This design comes from an exercise in tuning for a short achievable clock period and few clock cycles per item on the open sky130 flow, not from production work. Only simulation tests tie the RTL to the original design; equivalence was not proved. No run shown here takes its clock network from TritonCTS; it comes from the design's own scripts or RTL. The clock input has no modelled driver; a real chip could not lean on it and would need a root buffer or a full tree. Power figures rest on the tool's default switching activity, not on a simulated workload.

==> flow/design.v <==
`timescale 1ns/1ps
package cmul_types_pkg;
    localparam int ELEM_W    = 8;    
    localparam int RES_W     = 18;   
    localparam int RES_BYTES = 3;    
    localparam int ADDR_W    = 16;   
    localparam int REG_W     = 16;   
    typedef logic signed [ELEM_W-1:0] elem_t;       
    typedef logic signed [RES_W-1:0]  res_t;        
    typedef logic [ADDR_W-1:0]        addr_t;       
    typedef logic [REG_W-1:0]         reg_t;        
    typedef logic [2:0]               byte_cnt_t;   
endpackage
`timescale 1ns/1ps
package cmul_regmap_pkg;
    typedef enum logic [2:0] {
        OFS_OP1    = 3'd0,   
        OFS_OP2    = 3'd1,   
        OFS_RES    = 3'd2,   
        OFS_NUM_OP = 3'd3,   
        OFS_START  = 3'd4,   
        OFS_STATUS = 3'd5,   
        OFS_STATE  = 3'd6    
    } reg_offset_e;
    localparam int STS_DONE_BIT = 0;
    typedef enum logic [1:0] {
        ST_IDLE   = 2'd0,
        ST_RD_OPS = 2'd1,   
        ST_WORK   = 2'd2,   
        ST_WR_RES = 2'd3    
    } ctrl_state_e;
    localparam int OP_RD_BYTES  = 4;   
    localparam int RES_WR_BYTES = 6;   
    localparam int OP_STRIDE    = 2;   
    localparam int RES_STRIDE   = 6;   
endpackage
`timescale 1ns/1ps
module comp_mult_top
#(
    parameter logic [15:0] APB_BASE = '0   
) (
    input  logic  clk,
    input  logic  rst_n,
    input  cmul_types_pkg::addr_t paddr,
    input  logic  pwrite,
    input  cmul_types_pkg::reg_t  pwdata,
    input  logic  psel,
    output logic  pready,
    output cmul_types_pkg::reg_t  prdata,
    output logic  pslverr,
    output logic  mem_ce,
    output logic  mem_we,
    output cmul_types_pkg::addr_t mem_addr,
    output cmul_types_pkg::elem_t mem_wr_data,
    input  cmul_types_pkg::elem_t mem_rd_data
);
    logic [15:0] ofs_full;
    logic [2:0]  ofs;
    logic        in_range;
    logic        acc_ok;
    logic        wr_en;
    assign pready   = 1'b1;
    assign ofs_full = paddr - APB_BASE;
    assign in_range = (ofs_full[15:3] == '0);
    assign ofs      = ofs_full[2:0];
    always_comb begin
        case (ofs)
            3'd0, 3'd1, 3'd2, 3'd3, 3'd4: acc_ok = pwrite;
            3'd5:    acc_ok = 1'b1;
            3'd6:    acc_ok = ~pwrite;
            default: acc_ok = 1'b0;
        endcase
    end
    assign wr_en = psel & pwrite & in_range & acc_ok;
    logic wr_op1, wr_op2, wr_res, wr_num, wr_start, wr_clr;
    assign wr_op1   = wr_en & (ofs == 3'd0);
    assign wr_op2   = wr_en & (ofs == 3'd1);
    assign wr_res   = wr_en & (ofs == 3'd2);
    assign wr_num   = wr_en & (ofs == 3'd3);
    assign wr_start = wr_en & (ofs == 3'd4) & pwdata[0];
    assign wr_clr   = wr_en & (ofs == 3'd5) & ~pwdata[0];
    logic        done;
    logic        busy;         
    logic        start_q;      
    logic [15:0] num_reg;
    logic        num_nz_q;     
    logic        num_ge2_q;    
    logic [15:0] num_m1_q;     
    logic        num_is1_q;    
    logic [15:0] b1, b2;       
    logic        eq_q;         
    logic [15:0] ra1, ra2, rw;   
    logic        k1, k2;       
    logic        wres_q, wnum_q;   
    logic [15:0] pwdata_q;     
    logic [15:0] base1, base2;   
    logic [1:0]  h1, h2;       
    logic        qsame;        
    logic        bus_v, ret_v;
    logic [1:0]  bus_id, ret_id;
    logic        bus_dup, ret_dup;
    logic [3:0]  v;            
    logic signed [7:0] cx1, cy1, cx2, cy2;
    logic [1:0]  oc;           
    logic [15:0] qf_left;      
    logic [15:0] qw_left;      
    logic        qw1;          
    logic        wrc;          
    logic [2:0]  wcnt;         
    logic        qd_q;         
    logic        sq_ok;        
    logic        wok;          
    logic        fin_q;        
    logic        mem_ce_q, mem_we_q;
    logic [15:0] mem_addr_q;
    logic [7:0]  mem_wr_data_q;
    logic [35:0] f0, f1, f2;   
    logic [1:0]  fcnt;
    logic        s1v, s2v;
    logic        prd0;
    assign prdata      = {15'b0, prd0};
    assign mem_ce      = mem_ce_q;
    assign mem_we      = mem_we_q;
    assign mem_addr    = mem_addr_q;
    assign mem_wr_data = mem_wr_data_q;
    logic go;
    logic [1:0] h1e, h2e;
    logic qdone;
    logic [1:0] oc_eff;
    logic start_quad;
    logic rd_issue;
    logic rd_op1;              
    logic [1:0] rd_id;
    logic wr_start_b;          
    logic wr_issue;
    logic [2:0] wcnt_n;
    logic pop;
    logic push;
    logic [15:0] qf_eff;
    assign eq_q    = (b1 == b2);
    assign base1   = k1 ? pwdata_q : ra1;
    assign base2   = k2 ? pwdata_q : ra2;
    assign go      = start_q & ~busy & num_nz_q;
    assign h1e     = k1 ? 2'd0 : h1;
    assign h2e     = k2 ? 2'd0 : h2;
    assign qdone   = qd_q & ~k1 & ~(k2 & ~qsame);
    assign oc_eff  = go ? 2'd1 : oc;
    assign qf_eff  = go ? num_m1_q : qf_left;
    assign start_quad = ~wrc & qdone & (sq_ok | (go & num_ge2_q));
    assign rd_issue   = ~wrc & (~qdone | start_quad);
    assign rd_op1     = start_quad | k1 | (h1 != 2'd2);
    assign rd_id      = start_quad ? 2'd0 : (h1e != 2'd2) ? {1'b0, h1e[0]} : {1'b1, h2e[0]};
    assign wr_start_b = ~wrc & qdone & ~start_quad & wok;
    assign wr_issue   = wrc | wr_start_b;
    assign wcnt_n     = wrc ? wcnt + 3'd1 : 3'd0;
    assign pop        = wrc & (wcnt == 3'd4);
    logic       busy_n;
    logic [1:0] oc_n;
    logic [1:0] fcnt_n;
    logic [1:0] h1_n, h2_n;
    logic       qsame_n;
    assign busy_n = go | (busy & ~fin_q);
    always_comb begin
        oc_n = oc_eff;
        if (start_quad & ~pop) oc_n = oc_eff + 2'd1;
        if (~start_quad & pop) oc_n = oc_eff - 2'd1;
    end
    always_comb begin
        fcnt_n = fcnt;
        if (s5v & ~pop) fcnt_n = fcnt + 2'd1;
        if (~s5v & pop) fcnt_n = fcnt - 2'd1;
    end
    always_comb begin
        if (fin_q) begin
            h1_n = '0; h2_n = '0; qsame_n = 1'b0;
        end else if (start_quad) begin
            h1_n = 2'd1; h2_n = 2'd0; qsame_n = eq_q;
        end else begin
            h1_n = (rd_issue & rd_op1) ? h1e + 2'd1 : h1e;
            h2_n = (rd_issue & ~rd_op1) ? h2e + 2'd1 : h2e;
            qsame_n = qsame;
        end
    end
    assign push = (v == 4'b1111) & busy;
    logic qc1, qc2;
    assign qc1 = (h1e == 2'd1) & (qsame | (h2e == 2'd2));
    assign qc2 = (h1e == 2'd2) & (h2e == 2'd1) & ~qsame;
    logic [7:0] wbyte;
    always_comb begin
        case (wcnt_n)
            3'd0:    wbyte = f0[7:0];
            3'd1:    wbyte = f0[15:8];
            3'd2:    wbyte = {6'b0, f0[17:16]};
            3'd3:    wbyte = f0[25:18];
            3'd4:    wbyte = f0[33:26];
            default: wbyte = {6'b0, f0[35:34]};
        endcase
    end
    always_ff @(posedge clk or negedge rst_n) begin
        if (!rst_n) begin
            pslverr  <= 1'b0;
            prd0     <= 1'b0;
            done     <= 1'b0;
            start_q  <= 1'b0;
            num_reg  <= '0;
            num_nz_q <= 1'b0;
            num_ge2_q <= 1'b0;
            num_m1_q <= '0;
            num_is1_q <= 1'b0;
            k1       <= 1'b0;
            k2       <= 1'b0;
            wres_q   <= 1'b0;
            wnum_q   <= 1'b0;
            pwdata_q <= '0;
            b1       <= '0;
            b2       <= '0;
        end else begin
            pslverr   <= psel & ~(in_range & acc_ok);
            prd0      <= ofs[0] ? done : busy;    
            if (fin_q)
                done <= 1'b1;
            else if (wr_clr)
                done <= 1'b0;
            start_q   <= wr_start;
            k1        <= wr_op1;
            k2        <= wr_op2;
            wres_q    <= wr_res;
            wnum_q    <= wr_num;
            pwdata_q  <= pwdata;
            if (wnum_q) num_reg <= pwdata_q;
            if (wnum_q) begin
                num_nz_q  <= (pwdata_q != '0);
                num_ge2_q <= (pwdata_q[15:1] != '0);
                num_is1_q <= (pwdata_q == 16'd1);
                num_m1_q  <= pwdata_q - 16'd1;
            end
            if (k1) b1 <= pwdata_q;
            if (k2) b2 <= pwdata_q;
        end
    end
    always_ff @(posedge clk or negedge rst_n) begin
        if (!rst_n) begin
            busy     <= 1'b0;
            ra1      <= '0;
            ra2      <= '0;
            rw       <= '0;
            h1       <= '0;
            h2       <= '0;
            qsame    <= 1'b0;
            bus_v    <= 1'b0;
            bus_id   <= '0;
            bus_dup  <= 1'b0;
            ret_v    <= 1'b0;
            ret_id   <= '0;
            ret_dup  <= 1'b0;
            v        <= '0;
            oc       <= '0;
            qf_left  <= '0;
            qw_left  <= '0;
            qw1      <= 1'b0;
            wrc      <= 1'b0;
            wcnt     <= '0;
            qd_q     <= 1'b0;
            sq_ok    <= 1'b0;
            wok      <= 1'b0;
            fin_q    <= 1'b0;
            mem_ce_q <= 1'b0;
            mem_we_q <= 1'b0;
            fcnt     <= '0;
            s1v      <= 1'b0;
            s2v      <= 1'b0;
            s3v      <= 1'b0;
            s4v      <= 1'b0;
            s5v      <= 1'b0;
        end else begin
            busy <= busy_n;
            mem_ce_q <= rd_issue | wr_issue;
            mem_we_q <= wr_issue;
            if (wres_q)
                rw <= pwdata_q;
            else if (wr_issue)
                rw <= rw + 16'd1;
            ra1 <= (rd_issue & rd_op1) ? base1 + 16'd1 : base1;
            ra2 <= (rd_issue & ~rd_op1) ? base2 + 16'd1 : base2;
            h1    <= h1_n;
            h2    <= h2_n;
            qsame <= qsame_n;
            qd_q  <= ~fin_q & ~start_quad & (qdone | (~wrc & (qc1 | qc2)));
            bus_v   <= rd_issue;
            bus_id  <= rd_id;
            bus_dup <= start_quad ? eq_q : qsame;
            ret_v   <= bus_v & ~(k1 & ~bus_id[1]) & ~(k2 & bus_id[1]);
            ret_id  <= bus_id;
            ret_dup <= bus_dup;
            begin
                logic [3:0] cap;
                logic ret_ok;
                ret_ok = ret_v & ~(k1 & ~ret_id[1]) & ~(k2 & ret_id[1]);
                cap[0] = ret_ok & (ret_id == 2'd0);
                cap[1] = ret_ok & (ret_id == 2'd1);
                cap[2] = ret_ok & ((ret_id == 2'd2) | (ret_dup & (ret_id == 2'd0)));
                cap[3] = ret_ok & ((ret_id == 2'd3) | (ret_dup & (ret_id == 2'd1)));
                v <= cap | (v & ~{4{push}} & ~{k2, k2, k1, k1} & ~{4{fin_q}});
            end
            oc    <= oc_n;
            sq_ok <= busy & ~fin_q & ((oc != 2'd3) | pop) & (qf_left != '0);
            wok   <= busy_n & (fcnt_n != 2'd0);
            if (start_quad)
                qf_left <= qf_eff - 16'd1;
            else if (go)
                qf_left <= num_m1_q;
            if (go)
                qw_left <= num_reg;
            else if (pop)
                qw_left <= qw_left - 16'd1;
            wrc    <= wrc ? (wcnt != 3'd4) : wr_start_b;
            wcnt   <= wcnt_n;
            if (go)
                qw1 <= num_is1_q;
            else if (pop)
                qw1 <= (qw_left == 16'd2);
            fin_q  <= pop & qw1;
            fcnt <= fcnt_n;
            s1v <= push;
            s2v <= s1v;
            s3v <= s2v;
            s4v <= s3v;
            s5v <= s4v;
        end
    end
    always_ff @(posedge clk) begin
        if (wr_issue)
            mem_addr_q <= rw;
        else if (rd_op1)
            mem_addr_q <= base1;
        else
            mem_addr_q <= base2;
        mem_wr_data_q <= wbyte;
    end
    logic [3:0] capd;
    assign capd[0] = ret_v & (ret_id == 2'd0);
    assign capd[1] = ret_v & (ret_id == 2'd1);
    assign capd[2] = ret_v & ((ret_id == 2'd2) | (ret_dup & (ret_id == 2'd0)));
    assign capd[3] = ret_v & ((ret_id == 2'd3) | (ret_dup & (ret_id == 2'd1)));
    always_ff @(posedge clk) begin
        if (capd[0]) cx1 <= mem_rd_data;
        if (capd[1]) cy1 <= mem_rd_data;
        if (capd[2]) cx2 <= mem_rd_data;
        if (capd[3]) cy2 <= mem_rd_data;
    end
    logic signed [9:0]  pp_a [4];
    logic signed [9:0]  pp_b [4];
    logic signed [9:0]  pp_c [4];
    logic signed [9:0]  pp_d [4];
    logic signed [11:0] t_a [2];
    logic signed [11:0] t_b [2];
    logic signed [11:0] t_c [2];
    logic signed [11:0] t_d [2];
    logic signed [15:0] p_a, p_b, p_c, p_d;
    logic s3v;
    logic [8:0] gy2, gx2;    
    assign gy2 = {cy2, 1'b0};
    assign gx2 = {cx2, 1'b0};
    function automatic logic [3:0] bsel(input logic [2:0] g);
        case (g)
            3'd1, 3'd2: bsel = 4'b1000;
            3'd3:       bsel = 4'b0100;
            3'd4:       bsel = 4'b0001;
            3'd5, 3'd6: bsel = 4'b0010;
            default:    bsel = 4'b0000;
        endcase
    endfunction
    function automatic logic signed [9:0] bpp(input logic signed [7:0] a, input logic signed [8:0] n, input logic [3:0] sel);
        logic signed [9:0] a1;
        logic signed [9:0] n1;
        a1 = 10'(a);
        n1 = 10'(n);
        bpp = ({10{sel[3]}} & a1) | ({10{sel[2]}} & (a1 <<< 1))
            | ({10{sel[1]}} & n1) | ({10{sel[0]}} & (n1 <<< 1));
    endfunction
    logic signed [7:0] ox1, oy1;
    logic [3:0] sx2 [4];     
    logic [3:0] sy2 [4];     
    logic signed [8:0] nx1, ny1;
    logic s4v;
    always_ff @(posedge clk) begin
        ox1 <= cx1;
        oy1 <= cy1;
        for (int j = 0; j < 4; j++) begin
            sx2[j] <= bsel(gx2[2*j +: 3]);
            sy2[j] <= bsel(gy2[2*j +: 3]);
        end
        nx1 <= -(9'(cx1));
        ny1 <= -(9'(cy1));
    end
    always_ff @(posedge clk) begin
        for (int j = 0; j < 4; j++) begin
            pp_a[j] <= bpp(ox1, nx1, sy2[j]);
            pp_b[j] <= bpp(oy1, ny1, sx2[j]);
            pp_c[j] <= bpp(ox1, nx1, sx2[j]);
            pp_d[j] <= bpp(oy1, ny1, {sy2[j][1:0], sy2[j][3:2]});    
        end
        for (int k = 0; k < 2; k++) begin
            t_a[k] <= 12'(pp_a[2*k]) + (12'(pp_a[2*k+1]) <<< 2);
            t_b[k] <= 12'(pp_b[2*k]) + (12'(pp_b[2*k+1]) <<< 2);
            t_c[k] <= 12'(pp_c[2*k]) + (12'(pp_c[2*k+1]) <<< 2);
            t_d[k] <= 12'(pp_d[2*k]) + (12'(pp_d[2*k+1]) <<< 2);
        end
        p_a <= 16'(t_a[0]) + (16'(t_a[1]) <<< 4);
        p_b <= 16'(t_b[0]) + (16'(t_b[1]) <<< 4);
        p_c <= 16'(t_c[0]) + (16'(t_c[1]) <<< 4);
        p_d <= 16'(t_d[0]) + (16'(t_d[1]) <<< 4);
    end
    logic signed [17:0] xr_n, yr_n;
    logic s5v;
    always_ff @(posedge clk) begin
        xr_n <= 18'(p_c) + 18'(p_d);
        yr_n <= 18'(p_a) + 18'(p_b);
    end
    always_ff @(posedge clk) begin
        if (pop) begin
            f0 <= (s5v && fcnt == 2'd1) ? {xr_n, yr_n} : f1;
            f1 <= (s5v && fcnt == 2'd2) ? {xr_n, yr_n} : f2;
            f2 <= {xr_n, yr_n};
        end else if (s5v) begin
            case (fcnt)
                2'd0:    f0 <= {xr_n, yr_n};
                2'd1:    f1 <= {xr_n, yr_n};
                default: f2 <= {xr_n, yr_n};
            endcase
        end
    end
endmodule
==> flow/flow/run.sh <==
#!/bin/bash
# Standard ORFS layout (the standard.sh), except that the clock tree is
# built by flow/mycts.tcl (a two-level buffer tree: 4 root buffers fed by the
# clock port, leaf buffers each driving a cluster of about 20 flip-flops) in
# place of TritonCTS. Everything else, synthesis included, is the standard flow.
set -euo pipefail
export MCTS_CLOCK_NET=clk
export MCTS_BUF=sky130_fd_sc_hd__clkbuf_16
export MCTS_ROOT_BUF=sky130_fd_sc_hd__clkbuf_16
export MCTS_SINKS_PER_LEAF=20
export MCTS_ROOTS=4
bash standard.sh finish PRE_CTS_TCL="$PWD/flow/mycts.tcl" > standard_flow.log 2>&1
==> flow/flow/mycts.tcl <==
# Two-level clock tree built by hand, used in place of TritonCTS: the clock
# port drives a few root buffers, each root drives a group of leaf buffers,
# each leaf buffer drives a cluster of nearby flip-flops (k-means on the
# flip-flop positions). Every flip-flop sees the same two buffer stages.
# Sourced by ORFS cts.tcl as PRE_CTS_TCL; it replaces clock_tree_synthesis.

proc mcts_kmeans {pts k iters} {
  # pts: list of {x y}; returns list of cluster index per point and centers
  set n [llength $pts]
  set xs [lsort -real [lmap p $pts {lindex $p 0}]]
  set ys [lsort -real [lmap p $pts {lindex $p 1}]]
  # initial centers: points spread by sorted order along a serpentine
  set order [lsort -real -index 0 [lmap p $pts {list [expr {[lindex $p 0] + 0.0}] [lindex $p 1]}]]
  set centers {}
  for {set i 0} {$i < $k} {incr i} {
    set idx [expr {int(($i + 0.5) * $n / $k)}]
    lappend centers [lindex $order $idx]
  }
  set assign {}
  for {set it 0} {$it < $iters} {incr it} {
    set assign {}
    foreach p $pts {
      set best 0; set bd 1e30; set ci 0
      foreach c $centers {
        set dx [expr {[lindex $p 0] - [lindex $c 0]}]
        set dy [expr {[lindex $p 1] - [lindex $c 1]}]
        set d [expr {$dx*$dx + $dy*$dy}]
        if {$d < $bd} { set bd $d; set best $ci }
        incr ci
      }
      lappend assign $best
    }
    set sx [lrepeat $k 0.0]; set sy [lrepeat $k 0.0]; set cnt [lrepeat $k 0]
    foreach p $pts a $assign {
      lset sx $a [expr {[lindex $sx $a] + [lindex $p 0]}]
      lset sy $a [expr {[lindex $sy $a] + [lindex $p 1]}]
      lset cnt $a [expr {[lindex $cnt $a] + 1}]
    }
    set nc {}
    for {set i 0} {$i < $k} {incr i} {
      if {[lindex $cnt $i] > 0} {
        lappend nc [list [expr {[lindex $sx $i] / [lindex $cnt $i]}] [expr {[lindex $sy $i] / [lindex $cnt $i]}]]
      } else {
        lappend nc [lindex $centers $i]
      }
    }
    set centers $nc
  }
  return [list $assign $centers]
}

# balanced split: cap each cluster size by moving the farthest members out
proc mcts_balance {pts assign centers cap} {
  set k [llength $centers]
  for {set pass 0} {$pass < 20} {incr pass} {
    set cnt [lrepeat $k 0]
    foreach a $assign { lset cnt $a [expr {[lindex $cnt $a] + 1}] }
    set over 0
    for {set c 0} {$c < $k} {incr c} { if {[lindex $cnt $c] > $cap} { set over 1 } }
    if {!$over} { break }
    set i 0
    foreach p $pts a $assign {
      if {[lindex $cnt $a] > $cap} {
        # move to nearest cluster with room
        set best -1; set bd 1e30
        for {set c 0} {$c < $k} {incr c} {
          if {$c == $a || [lindex $cnt $c] >= $cap} continue
          set cc [lindex $centers $c]
          set dx [expr {[lindex $p 0] - [lindex $cc 0]}]
          set dy [expr {[lindex $p 1] - [lindex $cc 1]}]
          set d [expr {$dx*$dx + $dy*$dy}]
          if {$d < $bd} { set bd $d; set best $c }
        }
        set ca [lindex $centers $a]
        set dx [expr {[lindex $p 0] - [lindex $ca 0]}]
        set dy [expr {[lindex $p 1] - [lindex $ca 1]}]
        if {$best >= 0 && $bd < 4.0 * ($dx*$dx + $dy*$dy) + 1e8} {
          lset assign $i $best
          lset cnt $a [expr {[lindex $cnt $a] - 1}]
          lset cnt $best [expr {[lindex $cnt $best] + 1}]
        }
      }
      incr i
    }
  }
  return $assign
}

proc mcts_build {} {
  set db [ord::get_db]
  set block [ord::get_db_block]
  set clk [$block findNet $::env(MCTS_CLOCK_NET)]
  set buf [$db findMaster $::env(MCTS_BUF)]
  set rootbuf [$db findMaster $::env(MCTS_ROOT_BUF)]
  set sink_cap $::env(MCTS_SINKS_PER_LEAF)
  set nroots $::env(MCTS_ROOTS)

  set sinks {}
  set pts {}
  foreach it [$clk getITerms] {
    set inst [$it getInst]
    set bb [$inst getBBox]
    lappend sinks $it
    lappend pts [list [expr {([$bb xMin] + [$bb xMax]) / 2.0}] [expr {([$bb yMin] + [$bb yMax]) / 2.0}]]
  }
  set n [llength $sinks]
  set k [expr {int(ceil(double($n) / $sink_cap))}]
  puts "MCTS: $n sinks, $k leaf buffers, $nroots root buffers"
  lassign [mcts_kmeans $pts $k 25] assign centers
  set assign [mcts_balance $pts $assign $centers [expr {$sink_cap + 4}]]
  # recompute centers
  set sx [lrepeat $k 0.0]; set sy [lrepeat $k 0.0]; set cnt [lrepeat $k 0]
  foreach p $pts a $assign {
    lset sx $a [expr {[lindex $sx $a] + [lindex $p 0]}]
    lset sy $a [expr {[lindex $sy $a] + [lindex $p 1]}]
    lset cnt $a [expr {[lindex $cnt $a] + 1}]
  }
  set leafpts {}
  for {set i 0} {$i < $k} {incr i} {
    if {[lindex $cnt $i] == 0} { lappend leafpts {} ; continue }
    lappend leafpts [list [expr {[lindex $sx $i] / [lindex $cnt $i]}] [expr {[lindex $sy $i] / [lindex $cnt $i]}]]
  }
  # leaf buffers and nets
  set leafbufs {}
  for {set i 0} {$i < $k} {incr i} {
    if {[lindex $cnt $i] == 0} { lappend leafbufs {}; continue }
    set b [odb::dbInst_create $block $buf "mcts_leaf_$i"]
    set p [lindex $leafpts $i]
    $b setLocation [expr {int([lindex $p 0])}] [expr {int([lindex $p 1])}]
    $b setPlacementStatus PLACED
    set nn [odb::dbNet_create $block "mcts_leaf_net_$i"]
    $nn setSigType CLOCK
    [$b findITerm X] connect $nn
    lappend leafbufs $b
  }
  foreach it $sinks a $assign {
    $it disconnect
    $it connect [$block findNet "mcts_leaf_net_$a"]
  }
  # roots: cluster the leaf buffers
  set lpts {}; set lids {}
  for {set i 0} {$i < $k} {incr i} {
    if {[lindex $cnt $i] == 0} continue
    lappend lpts [lindex $leafpts $i]; lappend lids $i
  }
  lassign [mcts_kmeans $lpts $nroots 25] rassign rcenters
  for {set r 0} {$r < $nroots} {incr r} {
    set b [odb::dbInst_create $block $rootbuf "mcts_root_$r"]
    set p [lindex $rcenters $r]
    $b setLocation [expr {int([lindex $p 0])}] [expr {int([lindex $p 1])}]
    $b setPlacementStatus PLACED
    set nn [odb::dbNet_create $block "mcts_root_net_$r"]
    $nn setSigType CLOCK
    [$b findITerm X] connect $nn
    [$b findITerm A] connect $clk
  }
  foreach i $lids r $rassign {
    [[lindex $leafbufs $i] findITerm A] connect [$block findNet "mcts_root_net_$r"]
  }
  global_connect
  puts "MCTS: done"
}

rename clock_tree_synthesis mcts_orig_clock_tree_synthesis
proc clock_tree_synthesis {args} {
  mcts_build
}
==> flow/standard.sh <==
#!/bin/bash
# synth_recipe.tcl (not shown) runs the flow's synth.tcl, then flattens the netlist and writes it again
# the make line also repeats each setting of config.mk as NAME=value (left out here)
make -C /OpenROAD-flow-scripts/flow DESIGN_CONFIG=/design/flow/config.mk WORK_HOME=/design/flow/orfs CLKGATE_MAP_FILE= SYNTH_SCRIPT=/design/flow/synth_recipe.tcl "${@:-finish}"
==> flow/config.mk <==
export PLATFORM = sky130hd
export DESIGN_NAME = comp_mult_top
export DESIGN_NICKNAME = comp_mult_top
export VERILOG_FILES = /design/flow/design.v
export SDC_FILE = /design/flow/constraint.sdc
export NUM_CORES = 4
export LEC_CHECK = 0
export ABC_CLOCK_PERIOD_IN_PS = 1500
export CAP_MARGIN = 20
export CORE_MARGIN = 2
export CORE_UTILIZATION = 40
export SETUP_SLACK_MARGIN = 4.4
export SLEW_MARGIN = 20
==> flow/constraint.sdc <==
create_clock -name core_clock -period 6.5 [get_ports {clk}]
set_input_delay 1.3000 -clock core_clock [delete_from_list [all_inputs] [get_ports {clk}]]
set_output_delay 1.3000 -clock core_clock [all_outputs]
set_load 0.01 [all_outputs]
==> results.yml, run 1 <==
status:
  status: "complete, no violations"
grt:
  antenna_found_initial: 1
  grt_pass1_wl_microns: 120000
  grt_max_degree: 114
  grt_pass1_vias: 21600
  grt_usage_pct: 17.2
  top_usage_layer: "met2"
  grt_use_met2_pct: 28.9
  met1_usage_pct: 24.3
  grt_overflow: 0
  use_met3_pct: 1.59
timing:
  setup_tns_ns: 0
  fmax_ghz: 0.399
  finalHoldViolations: 0
  setup_viol: 0
  post-route-period-util_pct: 38.5
  slew_violations: 0
  rsz0062_at_grt: "yes"
  clock_skew_ns: 0.0354
  relSlewSlack_pct: 34.3
  worst_slew_pin_slew_ns: 0.985
  fin_ws_ns: 4.00
  layout_min_cycle_time_ns: 2.50
route:
  drt-total-wl_microns: 77500
  postRouteAntennaNets: 0
  drc: 0
  drtIter0Drc: 1657
  via_per_inst: 5.29
  wl_per_cell_microns: 18.3
  drtPass1Iterations: 7
  num_vias: 22400
die:
  num_rows: 106
  die_y_microns: 294
  die_area_sq_um: 86500
  start_util_pct: 40.3
  core_region_area_sq_um: 83600
  dieWidth_microns: 294
  pin_count: 88
cells_and_area:
  fin_nets: 3377
  final_cell_area_sq_um: 38600
  syn_to_final_growth_pct: 14.5
  multi_input_area_sq_um: 15600
  regArea_sq_um: 18100
  fillCellCount: 7716
  final_cell_count_no_fill: 4230
  largestRegisters: "pp_a: 40 flops, pp_b: 40 flops, pp_c: 40 flops"
  drive_above_1_share_pct: 18.1
critical_path:
  arrival_ns: 2.80
  critPathRequiredTime_ns: 6.79
  cp-end-kind: "flop"
  worstPathMaxFanout: 2
  critical_path_class: "primary input to flop"
  startpoint_type: "primary input"
yosys:
  yosysTopAreaCell: "dfxtp_1"
  synthTopCellsByCount: "dfxtp_1 (439), nand2_1 (275), dfrtp_1 (209), nor2_1 (179), a22oi_1 (169)"
  ys_async_sr_fraction_pct: 26.7
  ys_top_cells_by_area: "dfxtp_1 (26%), dfrtp_1 (16%), edfxtp_1 (12%)"
  syn_inst: 3078
  synthMostInstantiatedCell: "dfxtp_1"
  yosysUniqueCellTypes: 83
  yosys_warnings: 11
  ys_ff_latch: 782
  synth_seq_area_share_pct: 53.6
  mappedNetlistArea_sq_um: 33700
  ys.flop_type: "dfxtp_1"
  synth_edf_count: 134
  syn_area_per_cell_sq_um: 10.9
  yosysTopAreaCellShare_pct: 26.1
pwr:
  power_mw: 7.68
  p_seq_share_pct: 64.5
  switchingPower_mw: 1.51
  internal_power_mw: 6.17
  ir_worst_vdd_mv: 0.164
  netSwitchingFraction_pct: 19.7
  leakagePower_nw: 16.3
  share_clk_of_total_power_pct: 34.3
  power_frac_comb_pct: 1.2
  power_density_nw_per_um2: 199
place:
  dp.cells: 4077
  dp_slack_ns: 3.17
  io_buffer_count: 71
  gp_congestion: 0.837
  dpl.hpwl_microns: 52900
  placed_cell_area_sq_um: 35200
cts:
  clk_latency_ns: 0.40
  path_clk_slew_ns: 0.07
  cts_hold_buf: 0
worst_hold_path:
  hold_path_class: "flop to flop"
run:
  drv_cap: 0
==> cell type report <==
cell class,count,share of cell area (%)
timing repair buffer,194,5.14
antenna,1,0.00649
inverter,102,1.01
buffer,44,2.86
timing repair inverter,1,0.00974
tap,1080,3.50
sequential,782,47.0
multi-input combinational,2026,40.5
==> worst paths after layout <==
check                      slack (ns)  cells past startpoint     endpoint        from
hold reg to reg                  0.33                      0    t_b[1][1]  pp_b[2][1]
setup / recovery                 4.00                      8         done    paddr[8]
min in group asynchronous        0.82                      1  num_m1_q[9]       rst_n
setup reg to reg                 4.16                      9      p_d[14]   t_d[0][4]
max in group asynchronous        4.89                      2        b2[5]       rst_n
hold / removal                   0.33                      0    t_b[1][1]  pp_b[2][1]
==> timing repair <==
item,CTS,global route
cloned,8,1
buffers inserted,55,44
resized for setup,219,280
setup endpoints to repair,465,218
pin swaps,61,91
==> power groups by stage <==
| stage | Combinational, mW | Clock [mW] | Sequential [mW] |
|---|---|---|---|
| floorplan | 0.0393 | 0 | 5.04 |
| global placement | 0.0975 | 0 | 5.06 |
| detailed placement | 0.0973 | 0 | 5.06 |
| CTS | 0.0964 | 2.09 | 5.06 |
| global route | 0.106 | 2.89 | 4.96 |
| finish | 0.0951 | 2.63 | 4.95 |
==> through the flow <==
step	utilization (%)	hold WS, ns
6_report	46.1	0.327
5_1_grt	46.1	0.328
4_1_cts	44.8	0.312
3_5_place_dp	42.1	0.312
3_3_place_gp	42.1	0.310
2_1_floorplan	-	0.310
==> routing by layer <==
metal	share of wire (%)	wire, microns
met2	47	36500
met1	46	35500
met3	4.7	3660
met4	2.4	1870
met5	0.017	13
==> kinds of logic (layout without fill, tap and decap cells) <==
kind of cell / Yosys count / in the layout / synth area share [%]
adder cells (fa/ha/maj): 184 / 184 / 7.13
other: 2 / 17 / 0.0223
multiplexers: 162 / 162 / 5.24
AO/OA/AOI/OAI: 676 / 676 / 13.6
buffers and inverters: 284 / 341 / 3.55
XOR/XNOR: 253 / 253 / 6.58
flip-flops: 782 / 782 / 53.6
AND/OR/NAND/NOR: 735 / 735 / 10.3
==> placed cells by master, fill, tap and decap left out, types with 14 or more instances in the layout <==
| master | n |
|---|---|
| a21o_1 | 47 |
| a21oi_1 | 84 |
| a21oi_2 | 23 |
| a222oi_1 | 25 |
| a22oi_1 | 168 |
| and2_1 | 16 |
| buf_4 | 92 |
| buf_6 | 39 |
| clkbuf_16 | 45 |
| clkdlybuf4s50_1 | 17 |
| conb_1 | 16 |
| dfrtp_1 | 195 |
| dfxtp_1 | 401 |
| dfxtp_2 | 35 |
| edfxtp_1 | 134 |
| ha_1 | 151 |
| inv_1 | 99 |
| mux2_2 | 114 |
| mux2i_1 | 43 |
| nand2_1 | 260 |
| nand3_1 | 37 |
| nor2_1 | 161 |
| nor2_2 | 14 |
| nor2b_1 | 25 |
| nor3_1 | 59 |
| o21a_1 | 44 |
| o21ai_0 | 129 |
| o21ai_1 | 22 |
| o21bai_1 | 22 |
| xnor2_1 | 142 |
| xor2_1 | 100 |
==> critical path, cell delays in order <==
cell      delay, ns
buf_6          0.09
nor4_4         0.25
o211ai_1       0.13
nor2_1         0.15
and3_1         0.18
nand2_1        0.07
or4b_4         0.47
a21o_1         0.16
Testbench counts, summed over its fixed seeds: cycles 21,042, items 2,070.
==> run 2, diff against run 1 <==
--- a/flow/design.v
+++ b/flow/design.v
@@ -80,6 +80,7 @@
     assign wr_start = wr_en & (ofs == 3'd4) & pwdata[0];
     assign wr_clr   = wr_en & (ofs == 3'd5) & ~pwdata[0];
     logic        done;
+    logic        clr_q;        
     logic        busy;         
     logic        start_q;      
     logic [15:0] num_reg;
@@ -101,7 +102,7 @@
     logic        bus_dup, ret_dup;
     logic [3:0]  v;            
     logic signed [7:0] cx1, cy1, cx2, cy2;
-    logic [1:0]  oc;           
+    logic [2:0]  oc;           
     logic [15:0] qf_left;      
     logic [15:0] qw_left;      
     logic        qw1;          
@@ -114,8 +115,8 @@
     logic        mem_ce_q, mem_we_q;
     logic [15:0] mem_addr_q;
     logic [7:0]  mem_wr_data_q;
-    logic [35:0] f0, f1, f2;   
-    logic [1:0]  fcnt;
+    logic [35:0] f0, f1, f2, f3;   
+    logic [2:0]  fcnt;
     logic        s1v, s2v;
     logic        prd0;
     assign prdata      = {15'b0, prd0};
@@ -126,7 +127,7 @@
     logic go;
     logic [1:0] h1e, h2e;
     logic qdone;
-    logic [1:0] oc_eff;
+    logic [2:0] oc_eff;
     logic start_quad;
     logic rd_issue;
     logic rd_op1;              
@@ -144,31 +145,38 @@
     assign h1e     = k1 ? 2'd0 : h1;
     assign h2e     = k2 ? 2'd0 : h2;
     assign qdone   = qd_q & ~k1 & ~(k2 & ~qsame);
-    assign oc_eff  = go ? 2'd1 : oc;
+    assign oc_eff  = go ? 3'd1 : oc;
     assign qf_eff  = go ? num_m1_q : qf_left;
-    assign start_quad = ~wrc & qdone & (sq_ok | (go & num_ge2_q));
-    assign rd_issue   = ~wrc & (~qdone | start_quad);
-    assign rd_op1     = start_quad | k1 | (h1 != 2'd2);
+    logic sqg, inc1, inc2;
+    logic [15:0] base1p, base2p;
+    assign sqg        = sq_ok | (go & num_ge2_q);
+    assign start_quad = ~wrc & qdone & sqg;
+    assign inc1       = ~wrc & (qdone ? sqg : (h1e != 2'd2));
+    assign inc2       = ~wrc & ~qdone & (h1e == 2'd2);
+    assign rd_issue   = inc1 | inc2;
+    assign rd_op1     = inc1;
     assign rd_id      = start_quad ? 2'd0 : (h1e != 2'd2) ? {1'b0, h1e[0]} : {1'b1, h2e[0]};
-    assign wr_start_b = ~wrc & qdone & ~start_quad & wok;
+    assign base1p     = k1 ? pwdata_q + 16'd1 : ra1 + 16'd1;
+    assign base2p     = k2 ? pwdata_q + 16'd1 : ra2 + 16'd1;
+    assign wr_start_b = ~wrc & qdone & ~sqg & wok;
     assign wr_issue   = wrc | wr_start_b;
     assign wcnt_n     = wrc ? wcnt + 3'd1 : 3'd0;
     assign pop        = wrc & (wcnt == 3'd4);
     logic       busy_n;
-    logic [1:0] oc_n;
-    logic [1:0] fcnt_n;
+    logic [2:0] oc_n;
+    logic [2:0] fcnt_n;
     logic [1:0] h1_n, h2_n;
     logic       qsame_n;
     assign busy_n = go | (busy & ~fin_q);
     always_comb begin
         oc_n = oc_eff;
-        if (start_quad & ~pop) oc_n = oc_eff + 2'd1;
-        if (~start_quad & pop) oc_n = oc_eff - 2'd1;
+        if (start_quad & ~pop) oc_n = oc_eff + 3'd1;
+        if (~start_quad & pop) oc_n = oc_eff - 3'd1;
     end
     always_comb begin
         fcnt_n = fcnt;
-        if (s5v & ~pop) fcnt_n = fcnt + 2'd1;
-        if (~s5v & pop) fcnt_n = fcnt - 2'd1;
+        if (s6v & ~pop) fcnt_n = fcnt + 3'd1;
+        if (~s6v & pop) fcnt_n = fcnt - 3'd1;
     end
     always_comb begin
         if (fin_q) begin
@@ -176,8 +184,8 @@
         end else if (start_quad) begin
             h1_n = 2'd1; h2_n = 2'd0; qsame_n = eq_q;
         end else begin
-            h1_n = (rd_issue & rd_op1) ? h1e + 2'd1 : h1e;
-            h2_n = (rd_issue & ~rd_op1) ? h2e + 2'd1 : h2e;
+            h1_n = inc1 ? h1e + 2'd1 : h1e;
+            h2_n = inc2 ? h2e + 2'd1 : h2e;
             qsame_n = qsame;
         end
     end
@@ -201,6 +209,7 @@
             pslverr  <= 1'b0;
             prd0     <= 1'b0;
             done     <= 1'b0;
+            clr_q    <= 1'b0;
             start_q  <= 1'b0;
             num_reg  <= '0;
             num_nz_q <= 1'b0;
@@ -216,10 +225,11 @@
             b2       <= '0;
         end else begin
             pslverr   <= psel & ~(in_range & acc_ok);
-            prd0      <= ofs[0] ? done : busy;    
+            prd0      <= ofs[0] ? (done & ~clr_q) : busy;    
+            clr_q <= wr_clr;
             if (fin_q)
                 done <= 1'b1;
-            else if (wr_clr)
+            else if (clr_q)
                 done <= 1'b0;
             start_q   <= wr_start;
             k1        <= wr_op1;
@@ -272,6 +282,7 @@
             s3v      <= 1'b0;
             s4v      <= 1'b0;
             s5v      <= 1'b0;
+            s6v      <= 1'b0;
         end else begin
             busy <= busy_n;
             mem_ce_q <= rd_issue | wr_issue;
@@ -280,8 +291,8 @@
                 rw <= pwdata_q;
             else if (wr_issue)
                 rw <= rw + 16'd1;
-            ra1 <= (rd_issue & rd_op1) ? base1 + 16'd1 : base1;
-            ra2 <= (rd_issue & ~rd_op1) ? base2 + 16'd1 : base2;
+            ra1 <= inc1 ? base1p : base1;
+            ra2 <= inc2 ? base2p : base2;
             h1    <= h1_n;
             h2    <= h2_n;
             qsame <= qsame_n;
@@ -303,8 +314,8 @@
                 v <= cap | (v & ~{4{push}} & ~{k2, k2, k1, k1} & ~{4{fin_q}});
             end
             oc    <= oc_n;
-            sq_ok <= busy & ~fin_q & ((oc != 2'd3) | pop) & (qf_left != '0);
-            wok   <= busy_n & (fcnt_n != 2'd0);
+            sq_ok <= busy & ~fin_q & ((oc != 3'd4) | pop) & (qf_left != '0);
+            wok   <= busy_n & (fcnt_n != 3'd0);
             if (start_quad)
                 qf_left <= qf_eff - 16'd1;
             else if (go)
@@ -326,15 +337,16 @@
             s3v <= s2v;
             s4v <= s3v;
             s5v <= s4v;
+            s6v <= s5v;
         end
     end
     always_ff @(posedge clk) begin
-        if (wr_issue)
+        if (wrc)
             mem_addr_q <= rw;
-        else if (rd_op1)
-            mem_addr_q <= base1;
+        else if (qdone)
+            mem_addr_q <= sqg ? base1 : rw;
         else
-            mem_addr_q <= base2;
+            mem_addr_q <= (h1e != 2'd2) ? base1 : base2;
         mem_wr_data_q <= wbyte;
     end
     logic [3:0] capd;
@@ -352,11 +364,6 @@
     logic signed [9:0]  pp_b [4];
     logic signed [9:0]  pp_c [4];
     logic signed [9:0]  pp_d [4];
-    logic signed [11:0] t_a [2];
-    logic signed [11:0] t_b [2];
-    logic signed [11:0] t_c [2];
-    logic signed [11:0] t_d [2];
-    logic signed [15:0] p_a, p_b, p_c, p_d;
     logic s3v;
     logic [8:0] gy2, gx2;    
     assign gy2 = {cy2, 1'b0};
@@ -400,33 +407,62 @@
             pp_c[j] <= bpp(ox1, nx1, sx2[j]);
             pp_d[j] <= bpp(oy1, ny1, {sy2[j][1:0], sy2[j][3:2]});    
         end
-        for (int k = 0; k < 2; k++) begin
-            t_a[k] <= 12'(pp_a[2*k]) + (12'(pp_a[2*k+1]) <<< 2);
-            t_b[k] <= 12'(pp_b[2*k]) + (12'(pp_b[2*k+1]) <<< 2);
-            t_c[k] <= 12'(pp_c[2*k]) + (12'(pp_c[2*k+1]) <<< 2);
-            t_d[k] <= 12'(pp_d[2*k]) + (12'(pp_d[2*k+1]) <<< 2);
-        end
-        p_a <= 16'(t_a[0]) + (16'(t_a[1]) <<< 4);
-        p_b <= 16'(t_b[0]) + (16'(t_b[1]) <<< 4);
-        p_c <= 16'(t_c[0]) + (16'(t_c[1]) <<< 4);
-        p_d <= 16'(t_d[0]) + (16'(t_d[1]) <<< 4);
+    end
+    function automatic logic [35:0] csa(input logic [17:0] a, input logic [17:0] b, input logic [17:0] c);
+        csa = {a ^ b ^ c, ((a & b) | (a & c) | (b & c)) << 1};
+    endfunction
+    function automatic logic [71:0] red84(input logic [17:0] r0, input logic [17:0] r1,
+                                          input logic [17:0] r2, input logic [17:0] r3,
+                                          input logic [17:0] r4, input logic [17:0] r5,
+                                          input logic [17:0] r6, input logic [17:0] r7);
+        logic [35:0] u1, u2, u3, u4;
+        u1 = csa(r0, r1, r2);
+        u2 = csa(r3, r4, r5);
+        u3 = csa(u1[35:18], u1[17:0], u2[35:18]);
+        u4 = csa(u2[17:0], r6, r7);
+        red84 = {u3, u4};
+    endfunction
+    function automatic logic [35:0] red42(input logic [71:0] q);
+        logic [35:0] u1;
+        u1 = csa(q[71:54], q[53:36], q[35:18]);
+        red42 = csa(u1[35:18], u1[17:0], q[17:0]);
+    endfunction
+    logic [71:0] q2x, q2y;      
+    logic [35:0] q3x, q3y;      
+    logic [9:0]  lox, loy;      
+    logic [8:0]  h0x, h1x, h0y, h1y;    
+    always_ff @(posedge clk) begin
+        q2y <= red84(18'(pp_a[0]), 18'(pp_a[1]) << 2, 18'(pp_a[2]) << 4, 18'(pp_a[3]) << 6,
+                     18'(pp_b[0]), 18'(pp_b[1]) << 2, 18'(pp_b[2]) << 4, 18'(pp_b[3]) << 6);
+        q2x <= red84(18'(pp_c[0]), 18'(pp_c[1]) << 2, 18'(pp_c[2]) << 4, 18'(pp_c[3]) << 6,
+                     18'(pp_d[0]), 18'(pp_d[1]) << 2, 18'(pp_d[2]) << 4, 18'(pp_d[3]) << 6);
+        q3y <= red42(q2y);
+        q3x <= red42(q2x);
+        loy <= {1'b0, q3y[26:18]} + {1'b0, q3y[8:0]};
+        lox <= {1'b0, q3x[26:18]} + {1'b0, q3x[8:0]};
+        h0y <= q3y[35:27];
+        h1y <= q3y[17:9];
+        h0x <= q3x[35:27];
+        h1x <= q3x[17:9];
     end
     logic signed [17:0] xr_n, yr_n;
-    logic s5v;
+    logic s5v, s6v;
     always_ff @(posedge clk) begin
-        xr_n <= 18'(p_c) + 18'(p_d);
-        yr_n <= 18'(p_a) + 18'(p_b);
+        xr_n <= {h0x + h1x + {8'd0, lox[9]}, lox[8:0]};
+        yr_n <= {h0y + h1y + {8'd0, loy[9]}, loy[8:0]};
     end
     always_ff @(posedge clk) begin
         if (pop) begin
-            f0 <= (s5v && fcnt == 2'd1) ? {xr_n, yr_n} : f1;
-            f1 <= (s5v && fcnt == 2'd2) ? {xr_n, yr_n} : f2;
-            f2 <= {xr_n, yr_n};
-        end else if (s5v) begin
+            f0 <= (s6v && fcnt == 3'd1) ? {xr_n, yr_n} : f1;
+            f1 <= (s6v && fcnt == 3'd2) ? {xr_n, yr_n} : f2;
+            f2 <= (s6v && fcnt == 3'd3) ? {xr_n, yr_n} : f3;
+            f3 <= {xr_n, yr_n};
+        end else if (s6v) begin
             case (fcnt)
-                2'd0:    f0 <= {xr_n, yr_n};
-                2'd1:    f1 <= {xr_n, yr_n};
-                default: f2 <= {xr_n, yr_n};
+                3'd0:    f0 <= {xr_n, yr_n};
+                3'd1:    f1 <= {xr_n, yr_n};
+                3'd2:    f2 <= {xr_n, yr_n};
+                default: f3 <= {xr_n, yr_n};
             endcase
         end
     end
==> run 2 against run 1 <==
Synthesized cell count decreased by 0.29%. Via count rose by 0.18%. Cell area rose by 9.0%. Utilization shrank 0.22 points. Setup slack improved by 0.13 ns. First-iteration DRC count is 1.1% higher. Global-route usage is 0.32 points higher. Sequential share of layout area increased by 3.2 points. Largest cell class unchanged. Largest power group unchanged.
==> results.yml, run 2 <==
yosys:
  synthMostInstantiatedCell: "dfxtp_1"
  ys_async_sr_fraction_pct: 23.4
  synth_edf_count: 176
  yosysTopAreaCellShare_pct: 28.2
  syn_area_per_cell_sq_um: 12.0
  synth_seq_area_share_pct: 57.0
  yosys_warnings: 7
  yosysUniqueCellTypes: 67
  mappedNetlistArea_sq_um: 36900
  yosysTopAreaCell: "dfxtp_1"
  ys_ff_latch: 910
  syn_inst: 3069
  ys.flop_type: "dfxtp_1"
  ys_top_cells_by_area: "dfxtp_1 (28%), dfrtp_1 (14%), edfxtp_1 (14%)"
  synthTopCellsByCount: "dfxtp_1 (521), inv_1 (276), nand2_1 (254), dfrtp_1 (213), edfxtp_1 (176)"
place:
  io_buffer_count: 71
  gp_congestion: 0.836
  dpl.hpwl_microns: 54000
  dp_slack_ns: 3.09
  placed_cell_area_sq_um: 38700
timing:
  worst_slew_pin_slew_ns: 1.11
  finalHoldViolations: 0
  slew_violations: 0
  clock_skew_ns: 0.0961
  layout_min_cycle_time_ns: 2.37
  relSlewSlack_pct: 26.0
  rsz0062_at_grt: "yes"
  fmax_ghz: 0.421
  setup_viol: 0
  hold_slack_ns: 0.314
  post-route-period-util_pct: 36.5
  fin_ws_ns: 4.13
  setup_tns_ns: 0
die:
  start_util_pct: 40.3
  core_region_area_sq_um: 91500
  num_rows: 111
  pin_count: 88
  dieWidth_microns: 308
  die_area_sq_um: 94800
  die_y_microns: 308
critical_path:
  arrival_ns: 2.70
  cpPeakStageDelay_ns: 0.53
  crit_chain: "buf_6 -> or4_4 -> nor3_4 -> nand4_1 -> or3_4 -> nor2_4"
  critical_path_class: "primary input to flop"
  cp_slowest_cell: "or4_4"
  startpoint_type: "primary input"
  cp-end-kind: "flop"
  worstPathMaxFanout: 2
  critPathRequiredTime_ns: 6.82
cts:
  path_clk_slew_ns: 0.09
  cts_hold_buf: 0
  clk_latency_ns: 0.47
route:
  drtPass1Iterations: 6
  postRouteAntennaNets: 0
  drc: 0
  num_vias: 22400
  via_per_inst: 5.17
  drtIter0Drc: 1676
  drt-total-wl_microns: 84700
  wl_per_cell_microns: 19.5
grt:
  grt_overflow: 0
  grt_pass1_wl_microns: 132000
  grt_usage_pct: 17.5
  antenna_found_initial: 2
  grt_pass1_vias: 22500
  grt_max_degree: 93
pwr:
  ir_worst_vdd_mv: 0.239
  power_density_nw_per_um2: 213
  leakagePower_nw: 17.7
cells_and_area:
  drive_above_1_share_pct: 17.7
  largestRegisters: "q2x: 59 flops, q2y: 59 flops"
  layout_commonest_cell: "dfxtp_1"
  final_cell_area_sq_um: 42000
  fin_nets: 3425
  fillCellCount: 8211
  final_cell_mix: "dfxtp_1 (503), inv_1 (271), nand2_1 (241)"
  syn_to_final_growth_pct: 13.8
  antennaDiodeCount: 0
status:
  status: "complete, no violations"
run:
  drv_cap: 0
worst_hold_path:
  hold_path_class: "flop to flop"
==> run 2: cell types whose count changed in the layout (fill, tap and decap cells not counted), moves of 32 or more <==
cell	before	now
inv_1	99	271
fa_1	8	143
dfxtp_1	401	503
ha_1	151	81
nor2_1	161	100
o21ai_0	129	69
xor2_1	100	45
edfxtp_1	134	176
mux2_2	114	153
a21oi_1	84	52
nor3_1	59	27
==> run 2: what timing repair did <==
| item | in CTS | in global routing |
|---|---|---|
| buffers inserted | 60 | 38 |
| setup endpoints to repair | 564 | 114 |
| resized for setup | 222 | 216 |
| pin swaps | 45 | 62 |
| cloned | 8 | 0 |
==> run 2: area by class of cell <==
cell class | count | area (sq um) | area share (%)
plain buffers | 50 | 1250 | 2.98
repair buffers | 201 | 2040 | 4.86
well taps | 1186 | 1480 | 3.53
inverters | 277 | 1040 | 2.49
flip-flops and latches | 910 | 21100 | 50.2
multi-input cells | 1711 | 15100 | 36.0
==> run 2: final timing paths <==
path | from | to | depth (start not counted) | slack (ns)
min | q3x[10] | h1x[1] | 0 | 0.31
max | paddr[10] | k1 | 6 | 4.13
min in group asynchronous | rst_n | ra1[13] | 1 | 0.77
max in group asynchronous | rst_n | oc[0] | 2 | 4.92
min reg2reg | q3x[10] | h1x[1] | 0 | 0.31
max reg2reg | k1 | ra1[14] | 10 | 4.14
==> run 2: critical path, delay by kind of cell <==
family,cells,cell delay [ns]
AND/OR/NAND/NOR,5,1.31
buffers and inverters,1,0.09
==> run 2: report_power, final <==
group / switching [mW] / total, mW / internal [mW]
combinational: 0.0891 / 0.144 / 0.0547
clock: 1.68 / 3.04 / 1.36
sequential: 0.0218 / 5.78 / 5.76
==> run 2: cell families after synthesis <==
logic type,Yosys count,synth area share [%]
flops,910,57.0
mux,223,6.60
xor+xnor,186,4.41
fa+ha+maj,230,10.8
other cells,2,0.0203
simple gates,599,7.71
buf+inv,463,4.90
compound gates,456,8.61
==> run 2: metrics by stage <==
step                utilization, %  power (mW)  std cells
detailed placement            42.3        6.04       4179
global placement              42.3        6.04       4179
floorplan                        -        5.95       3083
global route                  45.9        9.27       4335
CTS                           45.1        8.45       4297
finish                        45.9        8.97       4335
==> run 2: routing by layer <==
layer / wire length, microns / GRT usage (%)
met5: 0 / 0
met4: 1890 / 3.75
met3: 5100 / 1.84
met1: 37500 / 24.7
met2: 40200 / 29.3
Testbench counts of run 2, summed over its fixed seeds: cycles 21,041, items 2,070.
==> run 3, diff against run 2 <==
==> flow/flow/run.sh (replaced) <==
#!/bin/bash
# Standard ORFS layout (the standard.sh), except that the clock tree is
# built by flow/mycts.tcl (a two-level buffer tree: 4 root buffers fed by the
# clock port, leaf buffers each driving a cluster of about 16 flip-flops) in
# place of TritonCTS. Everything else, synthesis included, is the standard flow.
set -euo pipefail
export MCTS_CLOCK_NET=clk
export MCTS_BUF=sky130_fd_sc_hd__clkbuf_16
export MCTS_ROOT_BUF=sky130_fd_sc_hd__clkbuf_16
export MCTS_SINKS_PER_LEAF=16
export MCTS_ROOTS=4
bash standard.sh finish PRE_CTS_TCL="$PWD/flow/mycts.tcl" > standard_flow.log 2>&1
--- a/flow/flow/mycts.tcl
+++ b/flow/flow/mycts.tcl
@@ -107,7 +107,7 @@
   set k [expr {int(ceil(double($n) / $sink_cap))}]
   puts "MCTS: $n sinks, $k leaf buffers, $nroots root buffers"
   lassign [mcts_kmeans $pts $k 25] assign centers
-  set assign [mcts_balance $pts $assign $centers [expr {$sink_cap + 4}]]
+  set assign [mcts_balance $pts $assign $centers [expr {$sink_cap + 2}]]
   # recompute centers
   set sx [lrepeat $k 0.0]; set sy [lrepeat $k 0.0]; set cnt [lrepeat $k 0]
   foreach p $pts a $assign {
==> run 3 against run 2 <==
Still clean on timing, DRC and antenna. Utilization grew 0.32 points. Die area is the same. Power grew 4.0%. First-iteration DRC count grew 1.8%. Clock skew grew 0.0027 ns. Synthesized cell count is the same. Fmax shrank 0.91%. Critical path type is now flop to flop.
==> results.yml, run 3 <==
grt:
  antenna_found_initial: 2
  grt_usage_pct: 17.6
  grt_pass1_wl_microns: 132000
  grt_pass1_vias: 22800
  grt_overflow: 0
  grt_max_degree: 93
yosys:
  ys.flop_type: "dfxtp_1"
  mappedNetlistArea_sq_um: 36900
  syn_area_per_cell_sq_um: 12.0
  synth_seq_area_share_pct: 57.0
  synthMostInstantiatedCell: "dfxtp_1"
  yosysTopAreaCell: "dfxtp_1"
  synth_edf_count: 176
  yosys_warnings: 7
  ys_async_sr_fraction_pct: 23.4
  ys_top_cells_by_area: "dfxtp_1 (28%), dfrtp_1 (14%), edfxtp_1 (14%)"
  synthTopCellsByCount: "dfxtp_1 (521), inv_1 (276), nand2_1 (254), dfrtp_1 (213), edfxtp_1 (176)"
  yosysUniqueCellTypes: 67
  yosysTopAreaCellShare_pct: 28.2
  syn_inst: 3069
  ys_ff_latch: 910
place:
  io_buffer_count: 71
  dpl.hpwl_microns: 54000
  gp_congestion: 0.836
  dp_slack_ns: 3.09
timing:
  post-route-period-util_pct: 36.9
  fin_ws_ns: 4.10
  setup_tns_ns: 0
  finalHoldViolations: 0
  worst_slew_pin_slew_ns: 1.14
  setup_viol: 0
  fmax_ghz: 0.417
  clock_skew_ns: 0.0988
  layout_min_cycle_time_ns: 2.40
  slew_violations: 0
  rsz0062_at_grt: "yes"
  relSlewSlack_pct: 23.6
die:
  start_util_pct: 40.3
  num_rows: 111
  pin_count: 88
  dieWidth_microns: 308
  core_region_area_sq_um: 91500
  die_y_microns: 308
  die_area_sq_um: 94800
cts:
  path_clk_slew_ns: 0.07
  clk_latency_ns: 0.48
critical_path:
  crit_chain: "buf_6 -> buf_6 -> buf_12 -> nand2b_4 -> ha_4 -> o21ai_4 -> or4b_4 -> nor2_4 -> xnor2_1 -> mux2i_1"
  critPathTopFamily: "simple AND/OR/NAND/NOR gates"
  crit_buf_inv: 3
  arrival_ns: 2.75
  reg2regPathDepth: 10
  crit_path_frequent_cell: "buf_6"
  reg2reg_to: "ra1[10]"
  worstReg2RegStart: "k1"
  cp_slowest_cell: "or4b_4"
  startpoint_type: "flop"
  cp-end-kind: "flop"
  critical_path_class: "flop to flop"
  cpPeakStageDelay_ns: 0.60
  path_depth: 10
  r2r_slack_ns: 4.10
  crit_path_start: "k1"
  worstPathMaxFanout: 5
  critPathRequiredTime_ns: 6.85
  crit_path_end: "ra1[10]"
route:
  drt-total-wl_microns: 85800
  via_per_inst: 5.19
  num_vias: 22500
  wl_per_cell_microns: 19.8
  drtPass1Iterations: 9
  drc: 0
  drtIter0Drc: 1707
  postRouteAntennaNets: 0
cells_and_area:
  layout_commonest_cell: "dfxtp_1"
  antennaDiodeCount: 0
  final_cell_mix: "dfxtp_1 (503), inv_1 (270), nand2_1 (238)"
  syn_to_final_growth_pct: 14.6
  drive_above_1_share_pct: 18.1
  fin_nets: 3430
  largestRegisters: "q2x: 59 flops, q2y: 59 flops"
status:
  status: "complete, no violations"
run:
  drv_cap: 0
worst_hold_path:
  worstHoldPathCells: 0
  hold_path_class: "flop to flop"
pwr:
  leakagePower_nw: 17.8
  power_mw: 9.32
  ir_worst_vdd_mv: 0.211
  power_density_nw_per_um2: 220
[run 3: changes by cell type in the layout (fill, tap and decap cells not counted), sizes merged]
cell | previous run | this run
nand3 | 29 | 30
buf | 151 | 141
nand2 | 254 | 256
clkbuf | 55 | 67
[run 3: per-stage QoR]
step	area [sq um]	hold WS [ns]	utilization [%]	instances
detailed placement	38700	0.312	42.3	4179
CTS	41600	0.312	45.5	4305
floorplan	37100	0.310	-	3083
finish	42300	0.310	46.3	4340
global placement	38700	0.311	42.3	4179
global route	42300	0.311	46.3	4340
[run 3: area by class of cell]
type | instances | area [sq um]
fill | 8191 | 49200
sequential | 910 | 21100
multi-input combinational | 1714 | 15200
timing repair buffer | 192 | 1950
inverter | 277 | 1040
buffer | 61 | 1530
tap | 1186 | 1480
[run 3: cells by family (layout without fill, tap and decap cells)]
kind of cell | Yosys count | in the layout | synth area share (%)
multiplexers | 223 | 223 | 6.60
flip-flops | 910 | 910 | 57.0
AND/OR/NAND/NOR | 599 | 603 | 7.71
other | 2 | 16 | 0.0203
XOR/XNOR | 186 | 186 | 4.41
adder cells (fa/ha/maj) | 230 | 230 | 10.8
buffers and inverters | 463 | 530 | 4.90
AO/OA/AOI/OAI | 456 | 456 | 8.61
[run 3: how the worst min path moves through the flow]
stage | endpoint | slack (ns) | from
after global routing | h0y[8] | 0.31 | q3y[35]
after global placement | h0y[0] | 0.31 | q3y[27]
final | h0y[8] | 0.31 | q3y[35]
after detailed placement | h0y[6] | 0.31 | q3y[33]
after CTS | h0y[6] | 0.31 | q3y[33]
after floorplan | h0x[0] | 0.31 | q3x[27]
[run 3: what timing repair did]
action	4_1_cts	5_1_grt
hold buffers	0	0
gates resized for setup	229	222
endpoints found under the setup margin	564	239
pin swaps	50	62
gates cloned	9	2
buffers inserted	56	33
[run 3: report_power, final]
part	internal (mW)	switching (mW)	total [mW]
combinational	0.0549	0.0904	0.145
sequential	5.76	0.0218	5.78
clock	1.64	1.75	3.40
[run 3: routing by layer]
layer  global-route usage, %  vias up  part of all wire, %
li1                        -    10500                    -
met1                    24.5    11200                   44
met2                    29.4      692                   47
met3                    2.08      161                  6.3
met4                    4.22        0                  2.4
met5                       0        -                    0

## afterwards: timing with drivers on the ports
In the flow no input, the clock included, has a driving cell. The finished layouts below were timed again as built, in two steps. Step 1, drivers: a clkbuf_16 drives clk and a buf_2 each remaining input, both assumed. Step 2, shift: input delay + t, output delay - t, t = (earliest + latest rising clock arrival at the registers) / 2. This alone moves slack from input paths to output paths. a / b / c = no drivers / after step 1 / after step 2; a / b = the first two.
run	t (ns)	slack for setup (ns)	worst setup path after step 2	pins driven straight from the clock port
run 1	0.526	3.995 / 4.098 / 3.572	input to register	4
run 2	0.567	4.126 / 4.113 / 3.673	input to register	4
run 3	0.577	4.105 / 4.068 / 3.749	input to register	4
After both steps setup and hold are still met in every run listed. For run 2, which loses most, drivers alone change the setup slack by -0.013 ns; drivers and shift together by -0.453 ns.
